From an optimization exercise on the open Yosys and OpenROAD flow, aimed at small area, a short achievable clock period and few clock cycles; shortcuts taken in it are not production practice. In this exercise RTL edits were held to simulation tests only and were not proved equivalent to the original. Power is estimated from default activity; no workload was simulated.

Design cpu_lite_top, start of the top module:
module cpu_lite_top (
    input  wire        clk_i,
    input  wire        reset,
    input  wire        host_valid_i,
    input  wire [7:0]  host_byte_i,
    input  wire [4:0]  reg_sel_i,
    input  wire [1:0]  byte_sel_i,
    output wire [7:0]  value_o,
    output wire        is_positive_o,
    output wire        done_o
);
    logic        loading_q;    
    logic        done_q;
    logic [1:0]  phase_q;      
    logic [4:0]  count_q;      
    logic        wr_q;         
    logic        is_r_q;       
    logic        is_i_q;       
    logic        rd0_q;        
    logic [7:0]  b1_q;         
    logic [7:0]  b2_q;         
    logic [7:0]  b3_q;         
    logic [31:0] a_q;          
    logic [15:0] drop_q;       
    wire start_seen = host_valid_i & ~loading_q & ~done_q & (host_byte_i == 8'hFE);
    wire end_seen   = host_valid_i & loading_q & (phase_q == 2'd0) & (host_byte_i == 8'hFF);
    wire data_stb   = host_valid_i & loading_q & ~end_seen;
    wire last_byte  = data_stb & (phase_q == 2'd3);
    wire kept       = ~count_q[4];
    wire [4:0] rd = {b1_q[3:0], rd0_q};
    logic [31:0] rdata;
    logic [31:0] rd_lo, rd_hi;    
    logic [15:0] match;
    logic [31:0] result;
    logic f3_ok_r, f3_ok_i;
  ...
Settings: LEC_CHECK=0, CAP_MARGIN=20, CORE_MARGIN=2, CORE_UTILIZATION=50, CTS_BUF_LIST=sky130_fd_sc_hd__clkbuf_16, CTS_CLUSTER_DIAMETER=80, CTS_CLUSTER_SIZE=30, PLACE_DENSITY=0.6, SETUP_SLACK_MARGIN=5, SLEW_MARGIN=20, SYNTH_HIERARCHICAL=1, TNS_END_PERCENT=5; clock period 14.0 ns.
standard.sh (not shown) runs the stock make flow with config.mk's settings and CLKGATE_MAP_FILE= SYNTH_SCRIPT=/design/flow/synth_recipe.tcl, a recipe that flattens the netlist after the stock synthesis.
==> flow/flow/run.sh <==
#!/bin/bash
# Standard layout, with fast buffers on the ports.
set -euo pipefail
bash standard.sh "BUFFER_PORTS_ARGS=-buffer_cell sky130_fd_sc_hd__buf_4" SETUP_SLACK_MARGIN=5.75 finish > standard_make.log 2>&1
Testbench counts at the start, summed over its fixed seeds: cycles 11,399.
Rerun with:
--- a/flow/config.mk
+++ b/flow/config.mk
@@ -9,7 +9,7 @@
 export CORE_MARGIN = 2
-export CORE_UTILIZATION = 50
-export CTS_BUF_LIST = sky130_fd_sc_hd__clkbuf_16
-export CTS_CLUSTER_DIAMETER = 80
-export CTS_CLUSTER_SIZE = 30
-export PLACE_DENSITY = 0.6
+export CORE_UTILIZATION = 40
+export CTS_BUF_LIST = sky130_fd_sc_hd__clkbuf_8
+export CTS_CLUSTER_DIAMETER = 60
+export CTS_CLUSTER_SIZE = 16
+export PLACE_DENSITY = 0.5
 export SETUP_SLACK_MARGIN = 5
Effect: The new run finished clean. Clock skew drops by 0.0098 ns. Setup slack improved by 0.12 ns. Routed wire length climbs by a little under a tenth. Clock power climbs by a few percent. Area after synthesis does not change. Sequential share of layout area drops by 0.46 points.
Rerun with:
--- a/flow/config.mk
+++ b/flow/config.mk
@@ -9,7 +9,7 @@
 export CORE_MARGIN = 2
-export CORE_UTILIZATION = 40
+export CORE_UTILIZATION = 50
 export CTS_BUF_LIST = sky130_fd_sc_hd__clkbuf_8
 export CTS_CLUSTER_DIAMETER = 60
-export CTS_CLUSTER_SIZE = 16
-export PLACE_DENSITY = 0.5
+export CTS_CLUSTER_SIZE = 18
+export PLACE_DENSITY = 0.6
 export SETUP_SLACK_MARGIN = 5
Design area shrinks slightly.
Routed wire length went down by a little under a tenth.
Sequential share of layout area is higher by 0.69 points.
Rerun with:
--- a/flow/config.mk
+++ b/flow/config.mk
@@ -12,3 +12,4 @@
 export CTS_CLUSTER_DIAMETER = 60
-export CTS_CLUSTER_SIZE = 18
+export CTS_CLUSTER_SIZE = 16
+export GPL_ROUTABILITY_DRIVEN = 0
 export PLACE_DENSITY = 0.6
Result:
- The new run completed with no timing, DRC or antenna violations
- clock skew decreases by 0.025 ns
- sequential power stays flat
- die area is unchanged

-- afterwards: timing with drivers on the ports --
The results above use ideal ports. As a check the final layouts listed here were re-extracted and re-timed, cells and wires unchanged. Step 1 (the two cells are an assumption about what drives the block):
set clk [get_ports {clk_i}]
set_driving_cell -lib_cell sky130_fd_sc_hd__clkbuf_16 $clk
set_driving_cell -lib_cell sky130_fd_sc_hd__buf_2 [delete_from_list [all_inputs] $clk]
Step 2 times the ports against the registers' clock, not the clock port: input delays grow and output delays shrink by t, the midpoint of the rising clock arrivals with the driver on. a / b / c = ideal ports / drivers / drivers and shift; a / b = the first two.
run | t, ns | slack for setup (ns) | clock arrival spread, ns | worst slew at a driven data input, ns | pins driven straight from the clock port
the first run | 0.637 | 5.710 / 5.673 / 5.304 | 0.054 / 0.054 | 0.04 | 1
the second run | 0.788 | 5.830 / 5.797 / 5.198 | 0.045 / 0.045 | 0.05 | 1
the third run | 0.755 | 5.683 / 5.650 / 5.229 | 0.064 / 0.064 | 0.04 | 1
the fourth run | 0.766 | 5.761 / 5.730 / 5.128 | 0.040 / 0.039 | 0.04 | 1
After both steps setup and hold are still met in every run listed. The setup slack of the fourth run, which loses most, moves by -0.031 ns with the drivers and by -0.633 ns with both steps.
